Context: an optimization exercise on an open-source flow, tuned for small area. The choices shown serve that exercise and are no tape-out recipe. Only simulation tests tie the RTL to the original design; equivalence was not proved. Power is estimated from default activity; no workload was simulated.

==> design.v <==
`default_nettype none
module mem_wb_wsel (
    input  wire logic i_new,
    input  wire logic i_old,
    input  wire logic i_we,
    input  wire logic i_we_n,
    output logic      o_d
);
    assign o_d = (i_new & i_we) | (i_old & i_we_n);
endmodule
module mem_wb_rsel (
    input  wire logic i_d0,
    input  wire logic i_d1,
    input  wire logic i_sel0_n,
    input  wire logic i_sel1_n,
    output logic      o_y
);
    assign o_y = ~((i_d0 | i_sel0_n) & (i_d1 | i_sel1_n));
endmodule
module mem_wb_nand2 (
    input  wire logic i_a,
    input  wire logic i_b,
    output logic      o_y
);
    assign o_y = ~(i_a & i_b);
endmodule
module mem_wb_nor2 (
    input  wire logic i_a,
    input  wire logic i_b,
    output logic      o_y
);
    assign o_y = ~(i_a | i_b);
endmodule
module mem_wb_or16 (
    input  wire logic [15:0] i_a,
    output logic             o_y
);
    assign o_y = |i_a;
endmodule
module mem_wb_or8 (
    input  wire logic [7:0] i_a,
    output logic            o_y
);
    assign o_y = |i_a;
endmodule
module mem_wb_or128 (
    input  wire logic [127:0] i_a,
    output logic              o_y
);
    logic [7:0] w_l2;
    for (genvar i = 0; i < 8; i++) begin : g_l2
        mem_wb_or16 u_g (.i_a(i_a[16*i +: 16]), .o_y(w_l2[i]));
    end
    mem_wb_or8 u_l3 (.i_a(w_l2), .o_y(o_y));
endmodule
module mem_wb_stage (
    input  wire logic          clk,
    input  wire logic          reset,    
    input  wire logic [7:0]    ans_ex,
    input  wire logic [7:0]    B_Bypass,
    input  wire logic          mem_en_ex,
    input  wire logic          mem_rw_ex,
    input  wire logic          mem_mux_sel_ex,
    input  wire logic [4:0]    RW_ex,
    input  wire logic [7:0]    dbg_addr,
    output logic      [7:0]    wb_data,
    output logic      [4:0]    RW_wb,
    output logic               ld_hit,
    output logic      [7:0]    dbg_data
);
    localparam int c_DEPTH = 256;
    logic [c_DEPTH-1:0][7:0] r_mem_n;
    logic [c_DEPTH-1:0][7:0] w_mem_d;
    logic [7:0] r_wb_data;
    logic [4:0] r_rw_wb;
    logic       r_ld_hit;
    logic       w_load;
    logic       w_store;
    logic [7:0] w_new_n;
    logic [7:0] w_ld_data;
    logic [7:0] w_wb_next;
    logic [4:0] w_rw_next;
    logic [15:0] w_a_hi, w_a_lo, w_a_hi_n, w_st_lo, w_st_lo_n;
    logic [15:0] w_d_hi, w_d_lo;
    logic [c_DEPTH-1:0]         w_we, w_we_n;
    logic [c_DEPTH-1:0]         w_ld_sel_n;
    logic [c_DEPTH-1:0]         w_dbg_sel_n;
    logic [7:0][c_DEPTH/2-1:0]  w_ld_y;
    logic [7:0][c_DEPTH/2-1:0]  w_dbg_y;
    assign w_load  = mem_en_ex & ~mem_rw_ex;
    assign w_store = mem_en_ex &  mem_rw_ex & reset;
    assign w_new_n = ~B_Bypass;
    for (genvar i = 0; i < 16; i++) begin : g_pre
        assign w_a_hi[i]    = (ans_ex[7:4] == i[3:0]);
        assign w_a_lo[i]    = (ans_ex[3:0] == i[3:0]);
        assign w_a_hi_n[i]  = ~w_a_hi[i];
        assign w_st_lo[i]   = w_a_lo[i] & w_store;
        assign w_st_lo_n[i] = ~w_st_lo[i];
        assign w_d_hi[i]    = (dbg_addr[7:4] == i[3:0]);
        assign w_d_lo[i]    = (dbg_addr[3:0] == i[3:0]);
    end
    for (genvar k = 0; k < c_DEPTH; k++) begin : g_word
        mem_wb_nor2  u_we   (.i_a(w_a_hi_n[k/16]), .i_b(w_st_lo_n[k%16]), .o_y(w_we[k]));
        mem_wb_nand2 u_we_n (.i_a(w_a_hi[k/16]),   .i_b(w_st_lo[k%16]),   .o_y(w_we_n[k]));
        mem_wb_nand2 u_ld   (.i_a(w_a_hi[k/16]),   .i_b(w_a_lo[k%16]),    .o_y(w_ld_sel_n[k]));
        mem_wb_nand2 u_dbg  (.i_a(w_d_hi[k/16]),   .i_b(w_d_lo[k%16]),    .o_y(w_dbg_sel_n[k]));
        for (genvar b = 0; b < 8; b++) begin : g_bit
            mem_wb_wsel u_wsel (
                .i_new(w_new_n[b]), .i_old(r_mem_n[k][b]), .i_we(w_we[k]), .i_we_n(w_we_n[k]),
                .o_d(w_mem_d[k][b])
            );
        end
        always_ff @(posedge clk) begin
            r_mem_n[k] <= w_mem_d[k];
        end
    end
    for (genvar p = 0; p < c_DEPTH / 2; p++) begin : g_pair
        for (genvar b = 0; b < 8; b++) begin : g_bit
            mem_wb_rsel u_ld (
                .i_d0(r_mem_n[2*p][b]), .i_d1(r_mem_n[2*p+1][b]),
                .i_sel0_n(w_ld_sel_n[2*p]), .i_sel1_n(w_ld_sel_n[2*p+1]),
                .o_y(w_ld_y[b][p])
            );
            mem_wb_rsel u_dbg (
                .i_d0(r_mem_n[2*p][b]), .i_d1(r_mem_n[2*p+1][b]),
                .i_sel0_n(w_dbg_sel_n[2*p]), .i_sel1_n(w_dbg_sel_n[2*p+1]),
                .o_y(w_dbg_y[b][p])
            );
        end
    end
    for (genvar b = 0; b < 8; b++) begin : g_tree
        mem_wb_or128 u_ld  (.i_a(w_ld_y[b]),  .o_y(w_ld_data[b]));
        mem_wb_or128 u_dbg (.i_a(w_dbg_y[b]), .o_y(dbg_data[b]));
    end
    always_comb begin
        w_wb_next = ans_ex;
        w_rw_next = RW_ex;
        if (mem_mux_sel_ex) begin
            if (w_load) begin
                w_wb_next = w_ld_data;
            end else begin
                w_wb_next = 8'h00;
                w_rw_next = {1'b0, RW_ex[3:0]};
            end
        end
    end
    always_ff @(posedge clk or negedge reset) begin
        if (!reset) begin
            r_wb_data <= 8'h00;
            r_rw_wb   <= 5'h00;
            r_ld_hit  <= 1'b0;
        end else begin
            r_wb_data <= w_wb_next;
            r_rw_wb   <= w_rw_next;
            r_ld_hit  <= w_load;
        end
    end
    assign wb_data  = r_wb_data;
    assign RW_wb    = r_rw_wb;
    assign ld_hit   = r_ld_hit;
endmodule
`default_nettype wire
==> run.sh <==
#!/bin/bash
# synth_recipe.tcl (not shown) runs the flow's synth.tcl, then flattens the netlist and writes it again
# the make line also repeats each setting of config.mk as NAME=value (left out here)
make -C /OpenROAD-flow-scripts/flow DESIGN_CONFIG=/design/flow/config.mk WORK_HOME=/design/flow/orfs CLKGATE_MAP_FILE= SYNTH_SCRIPT=/design/flow/synth_recipe.tcl finish
==> config.mk <==
export PLATFORM = sky130hd
export DESIGN_NAME = mem_wb_stage
export DESIGN_NICKNAME = mem_wb_stage
export VERILOG_FILES = /design/flow/design.v
export SDC_FILE = /design/flow/constraint.sdc
export NUM_CORES = 4
export LEC_CHECK = 0
export CAP_MARGIN = 40
export CORE_MARGIN = 2
export CORE_UTILIZATION = 35
export CTS_BUF_LIST = sky130_fd_sc_hd__clkbuf_16
export CTS_CLUSTER_DIAMETER = 100
export CTS_CLUSTER_SIZE = 20
export SETUP_SLACK_MARGIN = 0.3
export SLEW_MARGIN = 20
export SYNTH_HIERARCHICAL = 1
export SYNTH_MINIMUM_KEEP_SIZE = 0
==> constraint.sdc <==
create_clock -name core_clock -period 10.0 [get_ports {clk}]
set_input_delay 2.0000 -clock core_clock [delete_from_list [all_inputs] [get_ports {clk}]]
set_output_delay 2.0000 -clock core_clock [all_outputs]
set_load 0.01 [all_outputs]
==> flow_summary.ini, run 1 <==
[timing]
period_minus_slack_ps = 9190
fin_skew_ps = 27.4
report.final.slew_viol_count = 0
maxSlewHeadroom_pct = 25.5
setup_tns_ps = 0
hold_viol_final = 0
fmax_mhz = 109
finalSetupViolations = 0
rsz0062_at_grt = false
setup_ws_ps = 810
worst_pin_slew_ps = 1110
period_share_pct = 91.9

[setup_path]
r2r_slack_ps = 6140
endpoint_kind = primary output
timing.rr.start = r_mem_n[1815]
reg2reg_depth = 7
critPathRequiredTime_ps = 8000
crit_fanout = 8
startpoint_type = input pin
critPathArrivalTime_ps = 7190
r2r-end = r_wb_data[7]
worstSetupPathType = in -> out

[die]
core_sq_um = 230000
die_w_microns = 486
start_util_pct = 35.3
pin_count = 56
fp-row-count = 176
dieArea_sq_um = 236000
dieHeight_microns = 486

[drt]
vias_per_cell = 7.38
vias = 84951
antenna_left = 0
drc = 0
dr.first_iter.drc_count = 14406
postRouteWirelength_microns = 429000
drt-pass1-iter-count = 11
routedWlPerCell_microns = 37.3

[worst_hold_path]
min_from = r_mem_n[1914]
holdCritPathClass = reg -> reg
holdPathStages = 1
min_to = r_mem_n[1914]

[synthesis]
synthArstFlopShare_pct = 0.679
ys_top_cells_by_count = 2,056 x o22ai_1, 2,048 x a22o_1, 2,048 x dfxtp_1
synthesis.nets = 8098
yosys_warnings = 7
synth_edf_count = 0
ys_types = 25
synthesis.area_sq_um = 81200
ys_seq_area_share_pct = 50.9
synth_area_leaders = dfxtp_1 50%, a22o_1 22%, o22ai_1 16%
yosysMostFrequentCell = o22ai_1
synth_top_area_share_pct = 50.5
avgSynthCellArea_sq_um = 10.1
syn_inst = 8064
synth-main-ff-cell = dfxtp_1
synth.largest_area_cell = dfxtp_1
synth_seq_cells = 2062

[final_layout]
drive_above_1_share_pct = 5.24
finish.net_count = 8464
area_delta_synth_final_pct = 12.2
stdcell_count = 11507
fill_cells = 22499

[clocking]
holdBufCountCts = 0
clk-insertion-delay-late_ps = 840
htree_levels = 3
ctsResizeCount = 0
cts_tree = built
clk_pin_slew_ps = 90
cts_setup_buffers = 0
cts_buffer_depth = 3
cts_buffers = 117
numClockSinks = 2062
cts-root-buf = clkbuf_16

[pwr]
leakagePower_uw = 0.0351
peakVddDrop_mv = 0.144
p_per_area_nw_per_um2 = 160

[global_routing]
track_usage_pct = 34.4
grt-ovfl-total = 0
grt_pass1_wl_microns = 592000
grt_pass1_vias = 76318
grt_max_degree = 118
antenna_found_initial = 33

[placement]
place.gp.congestion = 1.05
dp_cells = 11324
numPortBuffers = 55
dpl.hpwl_microns = 293000
post-place-ws_ps = 1210

[run]
cap_violations = 0

[status]
status = no timing/DRC/antenna violations
## logic make-up after synthesis
family | count (synthesis) | synth area share [%]
simple gates | 1862 | 11.0
flops | 2062 | 50.9
compound gates | 4105 | 37.9
buf+inv | 35 | 0.169
## how the worst max path moves through the flow
| stage | from | to | slack, ps | depth (start not counted) |
|---|---|---|---|---|
| 6_report | dbg_addr[0] | dbg_data[5] | 810 | 11 |
| 5_1_grt | dbg_addr[0] | dbg_data[3] | 950 | 11 |
| 4_1_cts | dbg_addr[3] | dbg_data[5] | 1190 | 12 |
| 3_5_place_dp | dbg_addr[3] | dbg_data[5] | 1210 | 12 |
| 3_3_place_gp | dbg_addr[2] | dbg_data[4] | 1090 | 12 |
| 2_1_floorplan | B_Bypass[0] | r_mem_n[0] | 3770 | 2 |
## sequential cells by signal (all words and copies together) (netlist names)
name,flops
r_mem_n,2048
r_ld_hit,1
r_wb_data,8
r_rw_wb,5
## critical path, stage by stage
cell             delay, ps
clkdlybuf4s50_1        760
nand2b_1               410
nor2_4                 210
nand2_1                530
o22ai_1                210
nor4_1                 730
nand4_1                510
nor4_1                 760
buf_4                  310
nand2_1                180
clkdlybuf4s50_1        530
## layer usage
layer | global-route usage [%] | vias to the layer above | part of all wire [%]
met5 | 0 | - | 0.047
met4 | 21.9 | 26 | 7.7
met3 | 9.21 | 1466 | 12
met2 | 48.7 | 6904 | 40
met1 | 45.9 | 41485 | 39
li1 | - | 35070 | -
## placed cells by master (no fill, tap or decap), drive strengths merged, types with 2 or more instances in the layout
cell type,instances
clkbuf,131
nand3,7
diode,28
buf,183
dfxtp,2048
o22ai,2056
clkdlybuf4s18,2
clkdlybuf4s50,55
nand2b,16
and4bb,4
nor4b,2
nand4,129
nor4,552
inv,33
nor3,28
dfrtp,14
and4b,2
or3,3
and2,6
a22o,2048
or4,4
clkdlybuf4s15,12
nor2b,4
clkinv,8
nor2,287
nand2,817
## final cells by class
cell class / instances / area [sq um] / share of cell area [%]
repair buffers: 263 / 2440 / 2.68
clock buffers: 120 / 3000 / 3.30
clock inverters: 22 / 189 / 0.207
flip-flops and latches: 2062 / 41300 / 45.4
multi-input cells: 5967 / 40200 / 44.1
well taps: 3026 / 3790 / 4.15
inverters: 19 / 131 / 0.144
diodes: 28 / 70.1 / 0.0769
## metrics by stage
step | total power (uW) | hold slack [ps] | util (%) | instance area [sq um]
3_3_place_gp | 9610 | 481 | 37.8 | 87100
4_1_cts | 14500 | 507 | 39.5 | 91000
5_1_grt | 14900 | 522 | 39.5 | 91100
2_1_floorplan | 8990 | 466 | - | 81200
6_report | 14600 | 510 | 39.6 | 91100
3_5_place_dp | 9630 | 483 | 38.1 | 87800
## per-module statistics from Yosys (local to each module, per instance), a selection
| module | cells inside | copies in the design |
|---|---|---|
| mem_wb_stage | 2256 | 1 |
| mem_wb_or16 | 5 | 128 |
| mem_wb_or8 | 3 | 16 |
| mem_wb_wsel | 1 | 2048 |
| mem_wb_rsel | 1 | 2048 |
| mem_wb_nand2 | 1 | 768 |
| mem_wb_nor2 | 1 | 256 |
## where the power goes
part | total [uW] | switching (uW) | internal (uW)
Clock | 5060 | 2910 | 2150
Combinational | 1040 | 770 | 272
Sequential | 8470 | 137 | 8340
Total | 14600 | 3810 | 10800
==> inputs of run 2 (changes only) <==
--- a/design.v
+++ b/design.v
@@ -2,3 +2,3 @@
 module mem_wb_wsel (
-    input  wire logic i_new,
+    input  wire logic i_new_n,
     input  wire logic i_old,
@@ -8,3 +8,3 @@
 );
-    assign o_d = (i_new & i_we) | (i_old & i_we_n);
+    assign o_d = ~((i_old | i_we) & (i_new_n | i_we_n));
 endmodule
@@ -71,3 +71,4 @@
     localparam int c_DEPTH = 256;
-    logic [c_DEPTH-1:0][7:0] r_mem_n;
+    logic [c_DEPTH-1:0][7:0] r_mem_p;
+    logic                    r_phase;
     logic [c_DEPTH-1:0][7:0] w_mem_d;
@@ -79,2 +80,4 @@
     logic [7:0] w_new_n;
+    logic [7:0] w_ld_tree;
+    logic [7:0] w_dbg_tree;
     logic [7:0] w_ld_data;
@@ -91,3 +94,6 @@
     assign w_store = mem_en_ex &  mem_rw_ex & reset;
-    assign w_new_n = ~B_Bypass;
+    assign w_new_n = B_Bypass ^ {8{r_phase}};
+    always_ff @(posedge clk) begin
+        r_phase <= ~r_phase;
+    end
     for (genvar i = 0; i < 16; i++) begin : g_pre
@@ -108,3 +114,3 @@
             mem_wb_wsel u_wsel (
-                .i_new(w_new_n[b]), .i_old(r_mem_n[k][b]), .i_we(w_we[k]), .i_we_n(w_we_n[k]),
+                .i_new_n(w_new_n[b]), .i_old(r_mem_p[k][b]), .i_we(w_we[k]), .i_we_n(w_we_n[k]),
                 .o_d(w_mem_d[k][b])
@@ -113,3 +119,3 @@
         always_ff @(posedge clk) begin
-            r_mem_n[k] <= w_mem_d[k];
+            r_mem_p[k] <= w_mem_d[k];
         end
@@ -119,3 +125,3 @@
             mem_wb_rsel u_ld (
-                .i_d0(r_mem_n[2*p][b]), .i_d1(r_mem_n[2*p+1][b]),
+                .i_d0(r_mem_p[2*p][b]), .i_d1(r_mem_p[2*p+1][b]),
                 .i_sel0_n(w_ld_sel_n[2*p]), .i_sel1_n(w_ld_sel_n[2*p+1]),
@@ -124,3 +130,3 @@
             mem_wb_rsel u_dbg (
-                .i_d0(r_mem_n[2*p][b]), .i_d1(r_mem_n[2*p+1][b]),
+                .i_d0(r_mem_p[2*p][b]), .i_d1(r_mem_p[2*p+1][b]),
                 .i_sel0_n(w_dbg_sel_n[2*p]), .i_sel1_n(w_dbg_sel_n[2*p+1]),
@@ -131,5 +137,7 @@
     for (genvar b = 0; b < 8; b++) begin : g_tree
-        mem_wb_or128 u_ld  (.i_a(w_ld_y[b]),  .o_y(w_ld_data[b]));
-        mem_wb_or128 u_dbg (.i_a(w_dbg_y[b]), .o_y(dbg_data[b]));
+        mem_wb_or128 u_ld  (.i_a(w_ld_y[b]),  .o_y(w_ld_tree[b]));
+        mem_wb_or128 u_dbg (.i_a(w_dbg_y[b]), .o_y(w_dbg_tree[b]));
     end
+    assign w_ld_data = ~(w_ld_tree ^ {8{r_phase}});
+    assign dbg_data  = ~(w_dbg_tree ^ {8{r_phase}});
     always_comb begin
--- a/config.mk
+++ b/config.mk
@@ -9,3 +9,3 @@
 export CORE_MARGIN = 2
-export CORE_UTILIZATION = 35
+export CORE_UTILIZATION = 42
 export CTS_BUF_LIST = sky130_fd_sc_hd__clkbuf_16
==> run 2 against run 1 <==
Effect of this change:
- cell area decreased by 5.9%
- fmax decreased by 6.8%
- via count decreased by 2.3%
- worst hold slack got worse by 36 ps
- clock skew increased by 7.9 ps
- worst setup slack got worse by 670 ps
- first-iteration DRC count decreased by 13%
- sequential cell count increased by 1
- critical path depth increased by 2
- die area decreased by 22%
- register-to-register slack improved by 430 ps
- sequential power increased by 1%
==> flow_summary.ini, run 2 <==
[final_layout]
largest_register_ffs = 2048
final_cell_mix = 4,098 x o22ai_1, 2,048 x dfxtp_1, 800 x nand2_1
finish.net_count = 8509
reg.largest.list = r_mem_p: 2048 flops, r_wb_data: 8 flops, r_rw_wb: 5 flops
area_delta_synth_final_pct = 12.5
final_common_cell = o22ai_1
top_register = r_mem_p
drive_above_1_share_pct = 5.48
stdcell_count = 10877

[drt]
vias = 83001
antenna_left = 0
drt-pass1-iter-count = 8
vias_per_cell = 7.63
postRouteWirelength_microns = 415000
routedWlPerCell_microns = 38.2
dr.first_iter.drc_count = 12469
drc = 0

[setup_path]
worstSetupPathType = in -> out
critPathArrivalTime_ps = 7860
startpoint_type = input pin
crit_fanout = 10
worstPathCellList = clkdlybuf4s50_1 > nand2b_1 > nor2_4 > buf_4 > nand2_1 > o22ai_1 > nor4_1 > nand4_1 > nor4_1 > buf_4 > nand2_1 > xnor2_1 > clkdlybuf4s50_1
max_stage_delay_ps = 800
path_buf_inv = 4
path_delay_family = simple AND/OR/NAND/NOR gates
r2r-end = r_wb_data[5]
critPathRequiredTime_ps = 8000
slowest_stage = nor4_1
endpoint_kind = primary output
reg2reg_depth = 8
timing.rr.start = r_mem_p[1805]
r2r_slack_ps = 6570

[synthesis]
ys_top_cells_by_count = 4,098 x o22ai_1, 2,049 x dfxtp_1, 800 x nand2_1
avgSynthCellArea_sq_um = 9.44
synth-main-ff-cell = dfxtp_1
synthMuxAreaShare_pct = 0
synth_seq_cells = 2063
synthArstFlopShare_pct = 0.679
ys_types = 26
synth-simple-area-share_pct = 11.6
synth_area_leaders = dfxtp_1 54%, o22ai_1 34%, nor4_1 4.5%
synth_top_family_by_area = compound AO/OA/AOI/OAI gates
syn_inst = 8075
yosys_warnings = 7
synth_xor_area_share_pct = 0.276
synth-adder-area-share_pct = 0
ys_seq_area_share_pct = 54.3
synthesis.nets = 8109
synth_top_area_share_pct = 53.8
synthesis.area_sq_um = 76200
yosysMostFrequentCell = o22ai_1
synth_compound_gate_area_share_pct = 33.7
synth_edf_count = 0
synth.largest_area_cell = dfxtp_1

[clocking]
htree_levels = 3
cts_buffers = 113
cts_buffer_depth = 3
ctsResizeCount = 0
cts_tree = built
cts-root-buf = clkbuf_16
clk-insertion-delay-late_ps = 830
clk_pin_slew_ps = 90
cts_setup_buffers = 0
holdBufCountCts = 0
numClockSinks = 2063

[status]
status = no timing/DRC/antenna violations

[global_routing]
grt-ovfl-total = 0
grt_max_degree = 133
track_usage_pct = 42.8
antenna_found_initial = 30
grt_pass1_vias = 75482
grt_pass1_wl_microns = 574000

[die]
dieHeight_microns = 430
dieArea_sq_um = 185000
pin_count = 56
start_util_pct = 42.2
die_w_microns = 430
fp-row-count = 156
core_sq_um = 181000

[timing]
fmax_mhz = 101
period_minus_slack_ps = 9860
maxSlewHeadroom_pct = 20.1
period_share_pct = 98.6
report.final.slew_viol_count = 0
hold_viol_final = 0
setup_tns_ps = 0
rsz0062_at_grt = false
worst_pin_slew_ps = 1200
fin_skew_ps = 35.4
finalSetupViolations = 0

[placement]
place.gp.congestion = 1.04
numPortBuffers = 55
dp_cells = 10710
dpl.hpwl_microns = 290000

[run]
cap_violations = 0

[worst_hold_path]
holdCritPathClass = reg -> reg
min_to = r_mem_p[576]
holdPathStages = 1
min_from = r_mem_p[576]

[pwr]
p_per_area_nw_per_um2 = 170
peakVddDrop_mv = 0.150
leakagePower_uw = 0.0318
[run 2: cell types whose count changed after synthesis, moves of 6 or more]
| cell | delta |
|---|---|
| a22o_1 | -2048 |
| o22ai_1 | +2042 |
| nand2_1 | -17 |
| xor2_1 | +16 |
| inv_1 | -13 |
| nor2_1 | +11 |
| or3_1 | +9 |
| clkbuf_1 | -8 |
| xnor2_1 | +8 |
| and2_1 | -6 |
| buf_2 | +6 |
| nor3_1 | +6 |
| o2bb2ai_1 | +6 |
[run 2: worst max-delay path by stage]
stage | startpoint | to | slack [ps] | cells after the start
final | dbg_addr[0] | dbg_data[6] | 140 | 13
after global routing | dbg_addr[0] | dbg_data[7] | 360 | 13
after CTS | dbg_addr[0] | dbg_data[6] | 430 | 13
after detailed placement | dbg_addr[0] | dbg_data[6] | 440 | 13
after global placement | dbg_addr[3] | dbg_data[6] | -50 | 13
after floorplan | B_Bypass[0] | r_mem_p[0] | 2480 | 2
[run 2: through the flow]
stage                     hold slack, ps  setup slack (ps)  total power [uW]  util [%]  cell area [sq um]
after detailed placement             461               443              9800      45.7              82500
after global routing                 486               357             14900      47.5              85700
final                                474               141             14600      47.5              85700
after global placement               454             -52.0              9760      45.2              81700
after CTS                            474               431             14500      47.4              85500
after floorplan                      445              2480              9150         -              76300
[run 2: where the power goes]
group / total [uW] / leakage (uW) / switching, uW / internal [uW]
combinational: 1120 / 0.0114 / 789 / 326
clock: 4880 / 0.00150 / 2800 / 2080
sequential: 8570 / 0.0189 / 178 / 8400
[run 2: per-module statistics from Yosys, one instance, submodules excluded, excerpt]
module,copies in the design,area (sq um),cells,flops+latches
mem_wb_stage,1,42500,2267,2063
mem_wb_or16,128,31.3,5,0
mem_wb_or8,16,16.3,3,0
mem_wb_rsel,2048,6.26,1,0
mem_wb_wsel,2048,6.26,1,0
mem_wb_nand2,768,3.75,1,0
mem_wb_nor2,256,3.75,1,0
[run 2: area by class of cell]
cell class / count / area [sq um]
Fill cell: 17268 / 94800
Sequential cell: 2063 / 41400
Multi-Input combinational cell: 5988 / 35300
Timing Repair Buffer: 303 / 3010
Tap cell: 2370 / 2970
Clock buffer: 117 / 2930
Clock inverter: 13 / 70.1
Antenna cell: 17 / 42.5
Inverter: 6 / 22.5
[run 2: logic make-up after synthesis]
group | count (synthesis)
compound gates | 4105
flops | 2063
simple gates | 1859
xor+xnor | 24
buf+inv | 24
[run 2: routing by layer]
layer | track usage (%) | vias to the layer above | wire length [microns]
met1 | 55.2 | 40555 | 161000
met3 | 10.6 | 1294 | 46000
li1 | - | 35290 | -
met4 | 31.9 | 12 | 36800
met2 | 61.5 | 5850 | 172000
met5 | 0.546 | - | 154
==> inputs of run 3 (changes only) <==
--- a/config.mk
+++ b/config.mk
@@ -9,3 +9,3 @@
 export CORE_MARGIN = 2
-export CORE_UTILIZATION = 42
+export CORE_UTILIZATION = 35
 export CTS_BUF_LIST = sky130_fd_sc_hd__clkbuf_16
==> run 3 against run 2 <==
Effect of this change:
- largest cell class unchanged
- core utilization shrank 7.7 points
- highest routed layer unchanged
- via count grew 1.5%
- combinational power is essentially flat
- first-iteration DRC count grew 12%
- critical endpoint is now dbg_data[4]
- synthesized cell count is the same
- worst hold slack is essentially flat
- largest power group unchanged
- sequential cell count is the same
- non-clock buffer count shrank 40
==> flow_summary.ini, run 3 <==
[status]
status = no timing/DRC/antenna violations

[synthesis]
synth-simple-area-share_pct = 11.6
synth_seq_cells = 2063
synthMuxAreaShare_pct = 0
yosys_warnings = 7
avgSynthCellArea_sq_um = 9.44
ys_top_cells_by_count = 4,098 x o22ai_1, 2,049 x dfxtp_1, 800 x nand2_1
synth-adder-area-share_pct = 0
ys_seq_area_share_pct = 54.3
synth_top_area_share_pct = 53.8
synth_edf_count = 0
synthesis.nets = 8109
ys_types = 26
synth_compound_gate_area_share_pct = 33.7
synth_xor_area_share_pct = 0.276
yosysMostFrequentCell = o22ai_1
synth.largest_area_cell = dfxtp_1
syn_inst = 8075
synth_top_family_by_area = compound AO/OA/AOI/OAI gates
synthArstFlopShare_pct = 0.679
synth-main-ff-cell = dfxtp_1
synth_area_leaders = dfxtp_1 54%, o22ai_1 34%, nor4_1 4.5%
synthesis.area_sq_um = 76200

[drt]
vias = 84220
vias_per_cell = 7.44
antenna_left = 0
routedWlPerCell_microns = 36.2
postRouteWirelength_microns = 409000
dr.first_iter.drc_count = 14011
drt-pass1-iter-count = 10
drc = 0

[pwr]
power_frac_seq_pct = 58.4
power_switching_share_pct = 25.9
p_per_area_nw_per_um2 = 170
internal_power_uw = 10900
combPwrFrac_pct = 7.5
peakVddDrop_mv = 0.159
power_frac_clock_pct = 34.1
power.switching_uw = 3810
leakagePower_uw = 0.0316

[die]
die_w_microns = 471
core_sq_um = 217000
fp-row-count = 171
dieArea_sq_um = 222000
start_util_pct = 35.2
pin_count = 56
dieHeight_microns = 471

[clocking]
cts_buffer_depth = 3
clk-insertion-delay-late_ps = 840
cts-root-buf = clkbuf_16
cts_tree = built
cts_buffers = 115
cts_setup_buffers = 0
ctsResizeCount = 0
holdBufCountCts = 0
clk_pin_slew_ps = 80
numClockSinks = 2063
htree_levels = 3

[setup_path]
crit_end = dbg_data[4]
r2r_slack_ps = 6220
critPathArrivalTime_ps = 7990
crit_fanout = 9
r2r-end = r_wb_data[3]
critPathRequiredTime_ps = 8000
path_buf_inv = 2
max_stage_delay_ps = 960
worstSetupPathType = in -> out
timing.rr.start = r_mem_p[1459]
reg2reg_depth = 7
startpoint_type = input pin
path_delay_family = simple AND/OR/NAND/NOR gates
cp.depth = 11
slowest_stage = nor4_1
setup.worst_path.start = dbg_addr[0]
endpoint_kind = primary output
worstPathCellList = clkdlybuf4s50_1 > nand2b_1 > nor2_4 > nand2_1 > o22ai_1 > nor4_1 > nand4_1 > nor4_1 > nand2_1 > xnor2_1 > clkdlybuf4s50_1

[timing]
finalSetupViolations = 0
rsz0062_at_grt = false
setup_tns_ps = 0
worst_pin_slew_ps = 1300
report.final.slew_viol_count = 0
period_share_pct = 99.9
hold_viol_final = 0
maxSlewHeadroom_pct = 13.0
fmax_mhz = 100
period_minus_slack_ps = 9990
fin_skew_ps = 63.9

[final_layout]
reg.largest.list = r_mem_p: 2048 flops, r_wb_data: 8 flops, r_rw_wb: 5 flops
final_common_cell = o22ai_1
area_delta_synth_final_pct = 13.0
top_register = r_mem_p
finish.net_count = 8471
final_cell_mix = 4,098 x o22ai_1, 2,048 x dfxtp_1, 800 x nand2_1
largest_register_ffs = 2048
design_area_sq_um = 86200
drive_above_1_share_pct = 5.21

[global_routing]
grt_pass1_vias = 77106
track_usage_pct = 35.0
antenna_found_initial = 30
grt-ovfl-total = 0
grt_max_degree = 138
grt_pass1_wl_microns = 569000

[placement]
dpl.hpwl_microns = 278000
numPortBuffers = 55
place_area_sq_um = 82800
place.gp.congestion = 1.08

[run]
cap_violations = 0

[worst_hold_path]
holdPathStages = 1
holdCritPathClass = reg -> reg
-- run 3: cell counts after synthesis --
No cell type changed its count.
-- run 3: how the worst min path moves through the flow --
stage,from,to,slack [ps]
floorplan,r_mem_p[1000],r_mem_p[1000],450
global placement,r_mem_p[329],r_mem_p[329],450
detailed placement,r_mem_p[86],r_mem_p[86],460
CTS,r_mem_p[1966],r_mem_p[1966],470
global route,r_mem_p[313],r_mem_p[313],490
finish,r_mem_p[1414],r_mem_p[1414],470
-- run 3: metal layers --
layer / vias up / part of all wire, % / global-route usage, %
met5: - / 0.020 / 0
met4: 12 / 9.0 / 26.1
met3: 1579 / 13 / 9.51
met2: 6661 / 40 / 50.1
met1: 40729 / 38 / 44.8
li1: 35239 / - / -
-- run 3: cell type report --
class	instances	area, sq um
clock inverters	20	205
clock buffers	118	2950
flip-flops and latches	2063	41400
multi-input cells	5988	35400
inverters	6	22.5
diodes	14	35.0
well taps	2854	3570
fillers	21513	131000
repair buffers	263	2620
-- run 3: Yosys stat by module (local to each module, per instance), excerpt --
module / flops+latches / times used / area (sq um) / cells
mem_wb_stage: 2063 / 1 / 42500 / 2267
mem_wb_or16: 0 / 128 / 31.3 / 5
mem_wb_or8: 0 / 16 / 16.3 / 3
mem_wb_rsel: 0 / 2048 / 6.26 / 1
mem_wb_wsel: 0 / 2048 / 6.26 / 1
mem_wb_nand2: 0 / 768 / 3.75 / 1
mem_wb_nor2: 0 / 256 / 3.75 / 1
-- run 3: kinds of logic after synthesis --
kind of cell	after synthesis
xor+xnor	24
buf+inv	24
flops	2063
simple gates	1859
compound gates	4105
-- run 3: stage by stage --
step                      setup WS [ps]  cells  hold slack [ps]  util, %  total power (uW)
after floorplan                    2480   8075              445        -              9150
after global placement              318  11115              453     37.9              9750
after detailed placement            479  11158              461     38.2              9780
after CTS                           470  11296              473     39.7             14600
after global routing                338  11316              488     39.8             15000
final                              11.2  11326              474     39.8             14700
-- run 3: worst reg2reg max path: stages, from the launching register on --
cell     delay [ps]
dfxtp_1         400
o22ai_1         100
nor4_1          670
nand4_1         640
nor4_2         1060
nand2_1         270
xor2_1          370
o22ai_1         140
-- run 3: power by group through the flow --
| stage | clock [uW] | sequential [uW] | combinational (uW) |
|---|---|---|---|
| 5_1_grt | 5320 | 8590 | 1080 |
| 3_3_place_gp | 0 | 8750 | 998 |
| 4_1_cts | 5030 | 8560 | 1020 |
| 6_report | 5010 | 8570 | 1100 |
| 2_1_floorplan | 0 | 8700 | 451 |
| 3_5_place_dp | 0 | 8750 | 1020 |
==> inputs of run 4 (changes only) <==
==> flow/run.sh (new file) <==
#!/bin/bash
# Standard layout flow with two changes: plain buffers on the ports instead
# of delay cells, and a clock tree of clkbuf_8 cells without dummy loads.
# The full output of the standard flow goes to standard.log here.
export BUFFER_PORTS_ARGS="-buffer_cell sky130_fd_sc_hd__buf_2"
export CTS_ARGS="-sink_clustering_enable -repair_clock_nets -dont_use_dummy_load -buf_list sky130_fd_sc_hd__clkbuf_8 -sink_clustering_size 15 -sink_clustering_max_diameter 60"
export RECOVER_POWER=100
bash standard.sh > standard.log 2>&1
==> standard.sh (new file) <==
#!/bin/bash
# synth_recipe.tcl (not shown) runs the flow's synth.tcl, then flattens the netlist and writes it again
# the make line also repeats each setting of config.mk as NAME=value (left out here)
make -C /OpenROAD-flow-scripts/flow DESIGN_CONFIG=/design/flow/config.mk WORK_HOME=/design/flow/orfs CLKGATE_MAP_FILE= SYNTH_SCRIPT=/design/flow/synth_recipe.tcl "${@:-finish}"
removed: run.sh
==> run 4 against run 3 <==
Effect of this change:
- the layout now fails its checks (capacitance limit, slew limit)
- core utilization fell by 0.49 points
- total power fell by 3.9%
- wire length rose by 3.8%
- sequential cell count did not move
- sequential share of layout area rose by 0.60 points
- final cell count rose by 0.55%
- critical endpoint is now dbg_data[1]
- highest routed layer unchanged
==> flow_summary.ini, run 4 <==
[timing]
rsz0062_at_grt = false
fin_skew_ps = 89.5
period_minus_slack_ps = 9610
hold_viol_final = 0
setup_tns_ps = 0
maxSlewHeadroom_pct = -143
finalSetupViolations = 0
period_share_pct = 96.1
report.final.slew_viol_count = 237
worst_pin_slew_ps = 3640
fmax_mhz = 104

[setup_path]
r2r_slack_ps = 5840
worstSetupPathType = in -> out
startpoint_type = input pin
reg2reg_depth = 6
critPathRequiredTime_ps = 8000
critPathArrivalTime_ps = 7610
r2r-end = r_mem_p[774]
timing.rr.start = r_phase
crit_fanout = 10
endpoint_kind = primary output

[synthesis]
yosys_warnings = 7
syn_inst = 8075
synth_edf_count = 0
synth-main-ff-cell = dfxtp_1
synth_seq_cells = 2063
ys_top_cells_by_count = 4,098 x o22ai_1, 2,049 x dfxtp_1, 800 x nand2_1
synthArstFlopShare_pct = 0.679
ys_seq_area_share_pct = 54.3
yosysMostFrequentCell = o22ai_1
synthesis.area_sq_um = 76200
avgSynthCellArea_sq_um = 9.44
synth_area_leaders = dfxtp_1 54%, o22ai_1 34%, nor4_1 4.5%
synth_top_area_share_pct = 53.8
synthesis.nets = 8109
ys_types = 26
synth.largest_area_cell = dfxtp_1

[final_layout]
fin_util_pct = 39.3
drive_above_1_share_pct = 5.81
finish.net_count = 8538
final_common_cell = o22ai_1
final_cell_mix = 4,098 x o22ai_1, 2,049 x dfxtp_1, 800 x nand2_1
area_delta_synth_final_pct = 11.7
seq_area_sq_um = 41400
fill_cells = 21652
stdcell_count = 11388
top_register = r_mem_p
multi_input_area_sq_um = 35400
largest_register_ffs = 2048
reg.largest.list = r_mem_p: 2048 flops, r_wb_data: 8 flops, r_rw_wb: 5 flops

[die]
start_util_pct = 35.2
fp-row-count = 171
dieHeight_microns = 471
core_sq_um = 217000
dieArea_sq_um = 222000
die_w_microns = 471
pin_count = 56

[worst_hold_path]
min_to = r_mem_p[1058]
holdPathStages = 1
min_from = r_mem_p[1058]
holdCritPathClass = reg -> reg

[pwr]
power_switching_share_pct = 26.9
power_frac_seq_pct = 60.8
peakVddDrop_mv = 0.149
power.switching_uw = 3790
total_power_uw = 14100
p_per_area_nw_per_um2 = 166
combPwrFrac_pct = 7.6
power_frac_clock_pct = 31.6
leakagePower_uw = 0.0313
internal_power_uw = 10300

[clocking]
cts_setup_buffers = 0
cts_tree = built
holdBufCountCts = 0
numClockSinks = 2063
cts_buffers = 184
cts-root-buf = clkbuf_8
htree_levels = 4
ctsResizeCount = 0
clk-insertion-delay-late_ps = 1010
clk_pin_slew_ps = 50
cts_buffer_depth = 3

[global_routing]
grt_pass1_wl_microns = 586000
grt_pass1_vias = 76634
grt-ovfl-total = 0
track_usage_pct = 36.4
grt_max_degree = 132
antenna_found_initial = 38

[run]
cap_violations = 19

[placement]
place.gp.congestion = 1.07
dp_cells = 11161
numPortBuffers = 55
dpl.hpwl_microns = 293000

[status]
status = failed layout checks
so_faults = capacitance limit, slew limit

[drt]
drc = 0
dr.first_iter.drc_count = 12395
postRouteWirelength_microns = 425000
drt-pass1-iter-count = 12
vias_per_cell = 7.38
routedWlPerCell_microns = 37.3
antenna_left = 0
vias = 84031
==> run 4: cell count changes in the layout (fill, tap and decap cells not counted), sizes merged <==
| cell | before | now |
|---|---|---|
| clkbuf | 128 | 234 |
| clkdlybuf4s50 | 55 | 0 |
| diode | 14 | 32 |
| buf | 186 | 202 |
| inv | 17 | 6 |
| clkinv | 4 | 0 |
| clkdlybuf4s18 | 3 | 0 |
| clkinvlp | 3 | 0 |
| bufinv | 2 | 0 |
| clkdlybuf4s15 | 9 | 8 |
| clkdlybuf4s25 | 0 | 1 |
==> run 4: logic make-up (layout without fill, tap and decap cells) <==
group,after synthesis,after routing,share of synthesized area (%)
DFF,2063,2063,54.3
AOI/OAI and AO/OA,4105,4105,33.7
buffers and inverters,24,451,0.161
xor gates and xnor gates,24,24,0.276
and+or+nand+nor,1859,1859,11.6
other,0,32,0
==> run 4: per-module statistics from Yosys, one instance, submodules excluded, a selection <==
| module | cell area [sq um] | cells inside |
|---|---|---|
| mem_wb_stage | 42500 | 2267 |
| mem_wb_nand2 | 3.75 | 1 |
| mem_wb_or16 | 31.3 | 5 |
| mem_wb_rsel | 6.26 | 1 |
| mem_wb_nor2 | 3.75 | 1 |
| mem_wb_wsel | 6.26 | 1 |
| mem_wb_or8 | 16.3 | 3 |
==> run 4: routing by layer <==
layer  share of wire (%)  vias to the layer above  wire length [microns]  track usage [%]
met2                  42                     6331                 179000             53.4
met1                  39                    40928                 165000             47.0
li1                    -                    35308                      -                -
met4                 7.5                       29                  32000             23.7
met5               0.056                        -                    236                0
met3                  11                     1435                  48500             9.54
==> run 4: how the worst max path moves through the flow <==
| stage | start | endpoint | slack [ps] | cells past startpoint |
|---|---|---|---|---|
| 2_1_floorplan | B_Bypass[0] | r_mem_p[0] | 2480 | 2 |
| 3_3_place_gp | dbg_addr[0] | dbg_data[0] | 1190 | 12 |
| 3_5_place_dp | dbg_addr[0] | dbg_data[1] | 1540 | 12 |
| 4_1_cts | dbg_addr[0] | dbg_data[1] | 1530 | 12 |
| 5_1_grt | dbg_addr[0] | dbg_data[1] | 760 | 12 |
| 6_report | dbg_addr[0] | dbg_data[1] | 390 | 12 |
==> run 4: through the flow <==
step	instance area (sq um)	worst slack, ps	hold slack (ps)
floorplan	76300	2480	445
global placement	81900	1190	453
detailed placement	82600	1540	461
CTS	85100	1530	470
global route	85100	759	484
finish	85100	394	471
==> run 4: worst max-delay path, stage by stage <==
cell and delay [ps]:
buf_2 270, nand2b_1 390, nor2_4 210, clkbuf_1 800, nand2_1 550, o22ai_1 150, nor4_1 750, nand4_1 550
nor4_1 1020, nand2_1 430, xnor2_1 260, clkbuf_1 180
==> run 4: cell type report <==
type	count	share of cell area, %
clock buffers	184	2.98
diodes	32	0.0941
well taps	2854	4.20
repair buffers	261	2.57
inverters	6	0.0265
flip-flops and latches	2063	48.6
multi-input cells	5988	41.5
==> run 4: power groups by stage <==
| stage | combinational [uW] | clock [uW] | sequential (uW) |
|---|---|---|---|
| detailed placement | 1020 | 0 | 8750 |
| floorplan | 451 | 0 | 8700 |
| CTS | 1020 | 4490 | 8560 |
| global placement | 986 | 0 | 8750 |
| global route | 1060 | 4790 | 8590 |
| finish | 1080 | 4460 | 8570 |
==> inputs of run 5 (changes only) <==
--- a/flow/run.sh
+++ b/flow/run.sh
@@ -6,3 +6,2 @@
 export CTS_ARGS="-sink_clustering_enable -repair_clock_nets -dont_use_dummy_load -buf_list sky130_fd_sc_hd__clkbuf_8 -sink_clustering_size 15 -sink_clustering_max_diameter 60"
-export RECOVER_POWER=100
 bash standard.sh > standard.log 2>&1
==> run 5 against run 4 <==
Effect of this change:
- the run now finishes clean
- die area stayed put
- final cell count about the same
- fmax increased by 9.9%
- via count down 0.39%
- highest routed layer unchanged
- non-clock buffer count stayed put
- critical path depth up 1
- register-to-register slack better by 480 ps
- cell area increased by 0.16%
- wire length is essentially flat
==> flow_summary.ini, run 5 <==
[global_routing]
antenna_found_initial = 38
track_usage_pct = 36.4
grt_max_degree = 132
grt-ovfl-total = 0
grt_pass1_wl_microns = 586000
grt_pass1_vias = 76634

[timing]
worst_pin_slew_ps = 1210
hold_viol_final = 0
period_share_pct = 87.4
setup_tns_ps = 0
fmax_mhz = 114
report.final.slew_viol_count = 0
maxSlewHeadroom_pct = 19.6
finalSetupViolations = 0
fin_skew_ps = 84.1
rsz0062_at_grt = false
period_minus_slack_ps = 8740

[die]
start_util_pct = 35.2
dieArea_sq_um = 222000
fp-row-count = 171
core_sq_um = 217000
pin_count = 56
dieHeight_microns = 471
die_w_microns = 471

[synthesis]
ys_seq_area_share_pct = 54.3
avgSynthCellArea_sq_um = 9.44
synth_top_area_share_pct = 53.8
synth.largest_area_cell = dfxtp_1
synthesis.nets = 8109
synth_edf_count = 0
yosysMostFrequentCell = o22ai_1
synthesis.area_sq_um = 76200
yosys_warnings = 7
synth_seq_cells = 2063
synth-main-ff-cell = dfxtp_1
ys_types = 26
synth_area_leaders = dfxtp_1 54%, o22ai_1 34%, nor4_1 4.5%
syn_inst = 8075
ys_top_cells_by_count = 4,098 x o22ai_1, 2,049 x dfxtp_1, 800 x nand2_1
synthArstFlopShare_pct = 0.679

[setup_path]
worstSetupPathType = in -> out
timing.rr.start = r_phase
r2r-end = r_mem_p[862]
endpoint_kind = primary output
r2r_slack_ps = 6320
setup.worst_path.start = dbg_addr[0]
critPathRequiredTime_ps = 8000
reg2reg_depth = 6
critPathArrivalTime_ps = 6740
crit_end = dbg_data[0]
crit_fanout = 10
startpoint_type = input pin

[clocking]
cts_buffer_depth = 3
clk-insertion-delay-late_ps = 1010
cts_tree = built
ctsResizeCount = 0
holdBufCountCts = 0
numClockSinks = 2063
cts_setup_buffers = 0
clk_pin_slew_ps = 70
cts_buffers = 184
htree_levels = 4
cts-root-buf = clkbuf_8

[final_layout]
finish.net_count = 8538
reg.largest.list = r_mem_p: 2048 flops, r_wb_data: 8 flops, r_rw_wb: 5 flops
largest_register_ffs = 2048
final_common_cell = o22ai_1
top_register = r_mem_p
final_cell_mix = 4,098 x o22ai_1, 2,048 x dfxtp_1, 800 x nand2_1
fin_util_pct = 39.3
fill_cells = 21611
area_delta_synth_final_pct = 11.8
drive_above_1_share_pct = 6.48

[status]
status = no timing/DRC/antenna violations

[pwr]
power_switching_share_pct = 26.9
p_per_area_nw_per_um2 = 166
power.switching_uw = 3800
combPwrFrac_pct = 7.7
power_frac_clock_pct = 31.6
internal_power_uw = 10300
leakagePower_uw = 0.0314
peakVddDrop_mv = 0.149
power_frac_seq_pct = 60.7

[drt]
vias = 83700
postRouteWirelength_microns = 425000
antenna_left = 0
drc = 0
drt-pass1-iter-count = 7
routedWlPerCell_microns = 37.3
dr.first_iter.drc_count = 13006
vias_per_cell = 7.36

[placement]
dpl.hpwl_microns = 293000
numPortBuffers = 55
place.gp.congestion = 1.07

[worst_hold_path]
holdCritPathClass = reg -> reg
holdPathStages = 1

[run]
cap_violations = 0
[run 5: worst max-delay path: stages]
cell and delay [ps]:
buf_2 270, nand2b_1 390, nor2_4 220, buf_4 330, nand2_1 320, o22ai_1 150
nor4_1 830, nand4_1 740, nor4_1 520, clkdlybuf4s15_2 330, nand2_1 200, xnor2_1 250
buf_2 150
[run 5: kinds of logic after synthesis]
logic type,Yosys count,synth area share [%]
compound gates,4105,33.7
xor+xnor,24,0.276
buf+inv,24,0.161
flops,2063,54.3
simple gates,1859,11.6
[run 5: metrics by stage]
stage               setup WS [ps]  area (sq um)  cells  total power [uW]  hold WS, ps
floorplan                    2480         76300   8075              9150          445
global placement             1190         81900  11118              9740          453
detailed placement           1540         82600  11161              9780          461
CTS                          1530         85100  11345             14100          470
global route                 1480         85200  11360             14500          484
finish                       1260         85300  11377             14100          472
[run 5: metal layers]
layer  track usage (%)  wire [microns]  vias up
li1                  -               -    35318
met1              47.0          166000    40784
met2              53.4          179000     6128
met3              9.54           47800     1442
met4              23.7           32300       28
met5                 0             226        -
[run 5: power by group through the flow]
stage | Combinational, uW | Sequential [uW] | Clock [uW]
floorplan | 451 | 8700 | 0
global placement | 986 | 8750 | 0
detailed placement | 1020 | 8750 | 0
CTS | 1020 | 8560 | 4490
global route | 1070 | 8590 | 4790
finish | 1090 | 8570 | 4460
[run 5: worst min path at each step]
stage	from	to	slack, ps
floorplan	r_mem_p[1000]	r_mem_p[1000]	450
global placement	r_mem_p[1254]	r_mem_p[1254]	450
detailed placement	r_mem_p[190]	r_mem_p[190]	460
CTS	r_mem_p[1058]	r_mem_p[1058]	470
global route	r_mem_p[214]	r_mem_p[214]	480
finish	r_mem_p[485]	r_mem_p[485]	470
[run 5: layout make-up]
| type | count | area, sq um | share of cell area [%] |
|---|---|---|---|
| flip-flops and latches | 2063 | 41400 | 48.5 |
| multi-input cells | 5988 | 35400 | 41.5 |
| well taps | 2854 | 3570 | 4.19 |
| clock buffers | 184 | 2530 | 2.97 |
| repair buffers | 261 | 2290 | 2.69 |
| diodes | 21 | 52.6 | 0.0616 |
| inverters | 6 | 22.5 | 0.0264 |
[run 5: per-module statistics from Yosys, one instance, submodules excluded, excerpt]
module,area [sq um],times used,flip-flops and latches,cells inside
mem_wb_nand2,3.75,768,0,1
mem_wb_nor2,3.75,256,0,1
mem_wb_or16,31.3,128,0,5
mem_wb_or8,16.3,16,0,3
mem_wb_rsel,6.26,2048,0,1
mem_wb_stage,42500,1,2063,2267
mem_wb_wsel,6.26,2048,0,1
==> inputs of run 6 (changes only) <==
--- a/config.mk
+++ b/config.mk
@@ -7,3 +7,3 @@
 export LEC_CHECK = 0
-export CAP_MARGIN = 40
+export CAP_MARGIN = 20
 export CORE_MARGIN = 2
@@ -13,3 +13,3 @@
 export CTS_CLUSTER_SIZE = 20
-export SETUP_SLACK_MARGIN = 0.3
+export SETUP_SLACK_MARGIN = 0.1
 export SLEW_MARGIN = 20
==> run 6 against run 5 <==
Effect of this change:
- non-clock buffer count decreased by 50
- highest routed layer unchanged
- still clean on timing, DRC and antenna
- final cell count decreased by 0.47%
- critical path type unchanged
- die area unchanged
- total power decreased by 0.46%
==> flow_summary.ini, run 6 <==
[pwr]
internal_power_uw = 10300
peakVddDrop_mv = 0.150
p_per_area_nw_per_um2 = 166
leakagePower_uw = 0.0311
power_switching_share_pct = 26.8
power.switching_uw = 3770
power_frac_clock_pct = 31.4
power_frac_seq_pct = 61.0
combPwrFrac_pct = 7.6

[die]
fp-row-count = 171
dieHeight_microns = 471
dieArea_sq_um = 222000
die_w_microns = 471
start_util_pct = 35.2
core_sq_um = 217000
pin_count = 56

[setup_path]
startpoint_type = input pin
max_stage_delay_ps = 1170
worstPathCellList = buf_2 > nand2b_1 > nor2_4 > buf_4 > nand2_1 > o22ai_1 > nor4_1 > nand4_1 > nor4_1 > nand2_1 > xnor2_1 > buf_2
slowest_stage = nor4_1
timing.rr.start = r_mem_p[1477]
critPathArrivalTime_ps = 7160
crit_fanout = 10
worstSetupPathType = in -> out
r2r-end = r_wb_data[5]
reg2reg_depth = 7
endpoint_kind = primary output
critPathRequiredTime_ps = 8000
r2r_slack_ps = 6110

[timing]
fmax_mhz = 109
hold_viol_final = 0
setup_tns_ps = 0
rsz0062_at_grt = false
report.final.slew_viol_count = 0
maxSlewHeadroom_pct = 8.64
worst_pin_slew_ps = 1370
finalSetupViolations = 0
fin_skew_ps = 84.3
period_share_pct = 91.6
period_minus_slack_ps = 9160
setup_ws_ps = 836

[final_layout]
final_cell_mix = 4,098 x o22ai_1, 2,048 x dfxtp_1, 800 x nand2_1
reg.largest.list = r_mem_p: 2048 flops, r_wb_data: 8 flops, r_rw_wb: 5 flops
top_register = r_mem_p
fill_cells = 21700
multi_input_area_sq_um = 35400
area_delta_synth_final_pct = 11.0
design_area_sq_um = 84600
fin_util_pct = 39.0
seq_area_sq_um = 41400
final_common_cell = o22ai_1
largest_register_ffs = 2048
drive_above_1_share_pct = 5.91
finish.net_count = 8486

[placement]
place_area_sq_um = 82000
dpl.hpwl_microns = 289000
place.gp.congestion = 1.07
numPortBuffers = 55
post-place-ws_ps = 1220

[synthesis]
yosysMostFrequentCell = o22ai_1
avgSynthCellArea_sq_um = 9.44
synth_seq_cells = 2063
synth-main-ff-cell = dfxtp_1
yosys_warnings = 7
syn_inst = 8075
synth_edf_count = 0
synthesis.nets = 8109
ys_seq_area_share_pct = 54.3
ys_top_cells_by_count = 4,098 x o22ai_1, 2,049 x dfxtp_1, 800 x nand2_1
synth_top_area_share_pct = 53.8
synth_area_leaders = dfxtp_1 54%, o22ai_1 34%, nor4_1 4.5%
synthArstFlopShare_pct = 0.679
synthesis.area_sq_um = 76200
synth.largest_area_cell = dfxtp_1
ys_types = 26

[global_routing]
grt_pass1_wl_microns = 583000
antenna_found_initial = 38
grt_max_degree = 132
grt_pass1_vias = 76680
track_usage_pct = 36.2
grt-ovfl-total = 0

[drt]
drt-pass1-iter-count = 7
vias = 83307
vias_per_cell = 7.36
postRouteWirelength_microns = 423000
drc = 0
routedWlPerCell_microns = 37.3
antenna_left = 0
dr.first_iter.drc_count = 12452

[clocking]
cts_setup_buffers = 0
cts_buffers = 182
ctsResizeCount = 0
htree_levels = 4
numClockSinks = 2063
clk-insertion-delay-late_ps = 1050
clk_pin_slew_ps = 70
cts_buffer_depth = 3
cts-root-buf = clkbuf_8
cts_tree = built
holdBufCountCts = 0

[worst_hold_path]
holdCritPathClass = reg -> reg
min_from = r_mem_p[1240]
holdPathStages = 1
min_to = r_mem_p[1240]

[status]
status = no timing/DRC/antenna violations

[run]
cap_violations = 0
-- run 6: cell counts after synthesis --
Identical to the previous run, type by type.
-- run 6: logic make-up after synthesis --
kind of cell	share of synthesized area [%]
flops	54.3
compound gates	33.7
simple gates	11.6
xor+xnor	0.276
buf+inv	0.161
-- run 6: worst max-delay path by stage --
| stage | depth (start not counted) | from | slack [ps] | endpoint |
|---|---|---|---|---|
| after CTS | 12 | dbg_addr[0] | 1230 | dbg_data[0] |
| final | 12 | dbg_addr[0] | 840 | dbg_data[0] |
| after global routing | 12 | dbg_addr[0] | 900 | dbg_data[0] |
| after floorplan | 2 | B_Bypass[0] | 2480 | r_mem_p[0] |
| after global placement | 12 | dbg_addr[0] | 1190 | dbg_data[0] |
| after detailed placement | 12 | dbg_addr[0] | 1220 | dbg_data[0] |
-- run 6: per-module statistics from Yosys (local to each module, per instance), excerpt --
| module | times used | cells | cell area (sq um) | flops+latches |
|---|---|---|---|---|
| mem_wb_wsel | 2048 | 1 | 6.26 | 0 |
| mem_wb_rsel | 2048 | 1 | 6.26 | 0 |
| mem_wb_stage | 1 | 2267 | 42500 | 2063 |
| mem_wb_nand2 | 768 | 1 | 3.75 | 0 |
| mem_wb_or8 | 16 | 3 | 16.3 | 0 |
| mem_wb_or16 | 128 | 5 | 31.3 | 0 |
| mem_wb_nor2 | 256 | 1 | 3.75 | 0 |
-- run 6: final cells by class --
class                           instances  area share, %
Timing Repair Buffer                  211           1.93
Sequential cell                      2063           48.9
Tap cell                             2854           4.22
Clock buffer                          182           2.96
Multi-Input combinational cell       5988           41.9
Inverter                                6         0.0266
Antenna cell                           20         0.0592
-- run 6: through the flow --
stage | cells | power (uW) | hold slack, ps
2_1_floorplan | 8075 | 9150 | 445
3_3_place_gp | 11118 | 9740 | 453
3_5_place_dp | 11120 | 9750 | 461
4_1_cts | 11302 | 14000 | 470
5_1_grt | 11311 | 14400 | 488
6_report | 11324 | 14100 | 472
-- run 6: layer usage --
layer  track usage [%]  part of all wire [%]
met1              46.6                    39
met2              52.9                    42
met3              9.60                    11
met4              24.5                   8.1
met5                 0                 0.037
-- run 6: critical path, delay by kind of cell --
kind                   cells  cell delay [ps]
AND/OR/NAND/NOR            7             3930
XOR/XNOR                   1              260
AO/OA/AOI/OAI              1              140
buffers and inverters      3              780
-- run 6: power groups by stage --
stage | clock (uW) | sequential [uW] | combinational (uW)
floorplan | 0 | 8700 | 451
global placement | 0 | 8750 | 986
detailed placement | 0 | 8750 | 998
CTS | 4440 | 8560 | 997
global route | 4740 | 8590 | 1050
finish | 4420 | 8570 | 1060
==> inputs of run 7 (changes only) <==
--- a/design.v
+++ b/design.v
@@ -85,3 +85,3 @@
     logic [4:0] w_rw_next;
-    logic [15:0] w_a_hi, w_a_lo, w_a_hi_n, w_st_lo, w_st_lo_n;
+    logic [15:0] w_a_hi, w_a_lo, w_a_lo_n, w_st_hi, w_st_hi_n;
     logic [15:0] w_d_hi, w_d_lo;
@@ -101,5 +101,5 @@
         assign w_a_lo[i]    = (ans_ex[3:0] == i[3:0]);
-        assign w_a_hi_n[i]  = ~w_a_hi[i];
-        assign w_st_lo[i]   = w_a_lo[i] & w_store;
-        assign w_st_lo_n[i] = ~w_st_lo[i];
+        assign w_a_lo_n[i]  = ~w_a_lo[i];
+        assign w_st_hi[i]   = w_a_hi[i] & w_store;
+        assign w_st_hi_n[i] = ~w_st_hi[i];
         assign w_d_hi[i]    = (dbg_addr[7:4] == i[3:0]);
@@ -108,4 +108,4 @@
     for (genvar k = 0; k < c_DEPTH; k++) begin : g_word
-        mem_wb_nor2  u_we   (.i_a(w_a_hi_n[k/16]), .i_b(w_st_lo_n[k%16]), .o_y(w_we[k]));
-        mem_wb_nand2 u_we_n (.i_a(w_a_hi[k/16]),   .i_b(w_st_lo[k%16]),   .o_y(w_we_n[k]));
+        mem_wb_nor2  u_we   (.i_a(w_st_hi_n[k/16]), .i_b(w_a_lo_n[k%16]), .o_y(w_we[k]));
+        mem_wb_nand2 u_we_n (.i_a(w_st_hi[k/16]),   .i_b(w_a_lo[k%16]),   .o_y(w_we_n[k]));
         mem_wb_nand2 u_ld   (.i_a(w_a_hi[k/16]),   .i_b(w_a_lo[k%16]),    .o_y(w_ld_sel_n[k]));
==> run 7 against run 6 <==
Effect of this change:
- still clean
- sequential share of layout area rose by 0.056 points
- first-iteration DRC count is 5.0% higher
- cell area shrank 0.11%
- worst hold slack improved by 1.9 ps
- critical path type unchanged
==> flow_summary.ini, run 7 <==
[status]
status = no timing/DRC/antenna violations

[clocking]
ctsResizeCount = 0
cts_buffers = 174
cts_buffer_depth = 3
numClockSinks = 2063
clk_pin_slew_ps = 80
htree_levels = 4
cts-root-buf = clkbuf_8
cts_tree = built
holdBufCountCts = 0
cts_setup_buffers = 0
clk-insertion-delay-late_ps = 1040

[timing]
worst_pin_slew_ps = 1240
fmax_mhz = 114
finalSetupViolations = 0
rsz0062_at_grt = false
hold_viol_final = 0
fin_skew_ps = 98.0
report.final.slew_viol_count = 0
setup_ws_ps = 1250
setup_tns_ps = 0
period_minus_slack_ps = 8750
period_share_pct = 87.5
maxSlewHeadroom_pct = 17.4

[setup_path]
endpoint_kind = primary output
max_stage_delay_ps = 940
critPathArrivalTime_ps = 6750
slowest_stage = nor4_1
critPathRequiredTime_ps = 8000
worstSetupPathType = in -> out
path_buf_inv = 4
worstPathCellList = buf_2 > nand2b_1 > nor2_4 > buf_4 > nand2_1 > o22ai_1 > nor4_1 > nand4_1 > nor4_2 > buf_4 > nand2_1 > xnor2_1 > buf_2
timing.rr.start = r_phase
startpoint_type = input pin
r2r_slack_ps = 5960
crit_fanout = 16
reg2reg_depth = 5
r2r-end = r_mem_p[1950]
path_delay_family = simple AND/OR/NAND/NOR gates

[pwr]
leakagePower_uw = 0.0311
peakVddDrop_mv = 0.154
p_per_area_nw_per_um2 = 165

[die]
start_util_pct = 35.2
dieArea_sq_um = 222000
pin_count = 56
dieHeight_microns = 471
die_w_microns = 471
fp-row-count = 171
core_sq_um = 217000

[run]
cap_violations = 0

[synthesis]
synthesis.nets = 8109
ys_types = 25
synth_edf_count = 0
ys_top_cells_by_count = 4,098 x o22ai_1, 2,049 x dfxtp_1, 800 x nand2_1
synth.largest_area_cell = dfxtp_1
ys_seq_area_share_pct = 54.3
synthArstFlopShare_pct = 0.679
synth_top_area_share_pct = 53.8
synth-main-ff-cell = dfxtp_1
syn_inst = 8075
avgSynthCellArea_sq_um = 9.44
synth_area_leaders = dfxtp_1 54%, o22ai_1 34%, nor4_1 4.5%
synthesis.area_sq_um = 76200
yosys_warnings = 7
synth_seq_cells = 2063
yosysMostFrequentCell = o22ai_1

[placement]
dp_cells = 11121
dpl.hpwl_microns = 267000
numPortBuffers = 55
post-place-ws_ps = 1560
place.gp.congestion = 1.05

[drt]
vias = 83498
vias_per_cell = 7.37
drt-pass1-iter-count = 7
postRouteWirelength_microns = 395000
routedWlPerCell_microns = 34.9
drc = 0
dr.first_iter.drc_count = 13071
antenna_left = 0

[global_routing]
grt-ovfl-total = 0
antenna_found_initial = 40
grt_max_degree = 135
track_usage_pct = 33.8
grt_pass1_vias = 77090
grt_pass1_wl_microns = 554000

[final_layout]
finish.net_count = 8477
reg.largest.list = r_mem_p: 2048 flops, r_wb_data: 8 flops, r_rw_wb: 5 flops
stdcell_count = 11324
top_register = r_mem_p
final_common_cell = o22ai_1
area_delta_synth_final_pct = 10.9
drive_above_1_share_pct = 5.57
final_cell_mix = 4,098 x o22ai_1, 2,048 x dfxtp_1, 794 x nand2_1
largest_register_ffs = 2048

[worst_hold_path]
holdPathStages = 1
holdCritPathClass = reg -> reg
min_from = r_mem_p[360]
min_to = r_mem_p[360]
-- run 7: worst max path at each step --
stage	cells past startpoint	startpoint	endpoint	slack (ps)
detailed placement	13	dbg_addr[0]	dbg_data[7]	1560
CTS	13	dbg_addr[0]	dbg_data[7]	1550
floorplan	2	B_Bypass[0]	r_mem_p[0]	2480
finish	13	dbg_addr[0]	dbg_data[7]	1250
global route	13	dbg_addr[0]	dbg_data[7]	1480
global placement	13	dbg_addr[0]	dbg_data[7]	1000
-- run 7: layer usage --
layer,up-vias,GRT usage [%],part of all wire [%]
met5,-,0,0.041
met4,22,23.0,7.9
met3,1566,10.1,13
met2,6488,48.3,41
met1,40215,43.5,39
li1,35207,-,-
-- run 7: logic make-up (layout without fill, tap and decap cells) --
kind of cell	after synthesis	count (layout)	share of synthesized area [%]
other	0	29	0
flip-flops	2063	2063	54.3
AND/OR/NAND/NOR	1859	1859	11.6
XOR/XNOR	24	24	0.276
AO/OA/AOI/OAI	4105	4105	33.7
buffers and inverters	24	390	0.159
-- run 7: through the flow --
| stage | hold WS (ps) | instance area [sq um] | utilization [%] | total power, uW |
|---|---|---|---|---|
| after floorplan | 445 | 76300 | - | 9150 |
| after global placement | 453 | 81900 | 37.8 | 9750 |
| after detailed placement | 461 | 82000 | 37.9 | 9770 |
| after CTS | 473 | 84400 | 39.0 | 13900 |
| after global routing | 489 | 84500 | 39.0 | 14300 |
| final | 474 | 84500 | 39.0 | 13900 |
-- run 7: power breakdown --
| part | internal [uW] | switching [uW] |
|---|---|---|
| Sequential | 8400 | 177 |
| Clock | 1550 | 2730 |
| Combinational | 280 | 793 |
-- run 7: final cells by class --
cell class	instances	area (sq um)
inverter	6	22.5
antenna	29	72.6
multi-input combinational	5988	35400
sequential	2063	41400
timing repair buffer	210	1700
fill	21534	132000
clock buffer	174	2390
tap	2854	3570
-- run 7: per-module statistics from Yosys, one instance, submodules excluded, excerpt --
module        times used  flip-flops and latches
mem_wb_or8            16                       0
mem_wb_nand2         768                       0
mem_wb_wsel         2048                       0
mem_wb_stage           1                    2063
mem_wb_rsel         2048                       0
mem_wb_nor2          256                       0
mem_wb_or16          128                       0

static timing again, ports no longer ideal:
In the flow no input, the clock included, has a driving cell. The finished layouts below were timed again as built, in two steps. Step 1, drivers: a clkbuf_16 drives clk and a buf_2 each remaining input, both assumed. Step 2, shift: input delay + t, output delay - t, t = (earliest + latest rising clock arrival at the registers) / 2. This alone moves slack from input paths to output paths. Slacks: no drivers / after step 1 / after step 2; pairs: no drivers / after step 1.
| run | shift t [ns] | setup WS [ns] | worst register clock-pin slew, ns | pins driven straight from the clock port |
|---|---|---|---|---|
| run 1 | 0.920 | 0.810 / 0.778 / 0.778 | 0.10 / 0.10 | 1 |
| run 2 | 0.905 | 0.141 / 0.109 / 0.109 | 0.10 / 0.10 | 1 |
| run 3 | 0.906 | 0.011 / -0.015 / -0.015 | 0.11 / 0.11 | 1 |
| run 4 | 1.087 | 0.394 / 0.356 / 0.356 | 0.11 / 0.11 | 1 |
| run 5 | 1.090 | 1.256 / 1.232 / 1.232 | 0.11 / 0.11 | 1 |
| run 6 | 1.084 | 0.836 / 0.807 / 0.807 | 0.11 / 0.11 | 1 |
| run 7 | 1.063 | 1.247 / 1.214 / 1.214 | 0.11 / 0.11 | 1 |
With both steps, setup timing fails in run 3, where it was met with ideal ports. For run 4, which loses most, drivers alone change the setup slack by -0.038 ns; drivers and shift together by -0.038 ns.
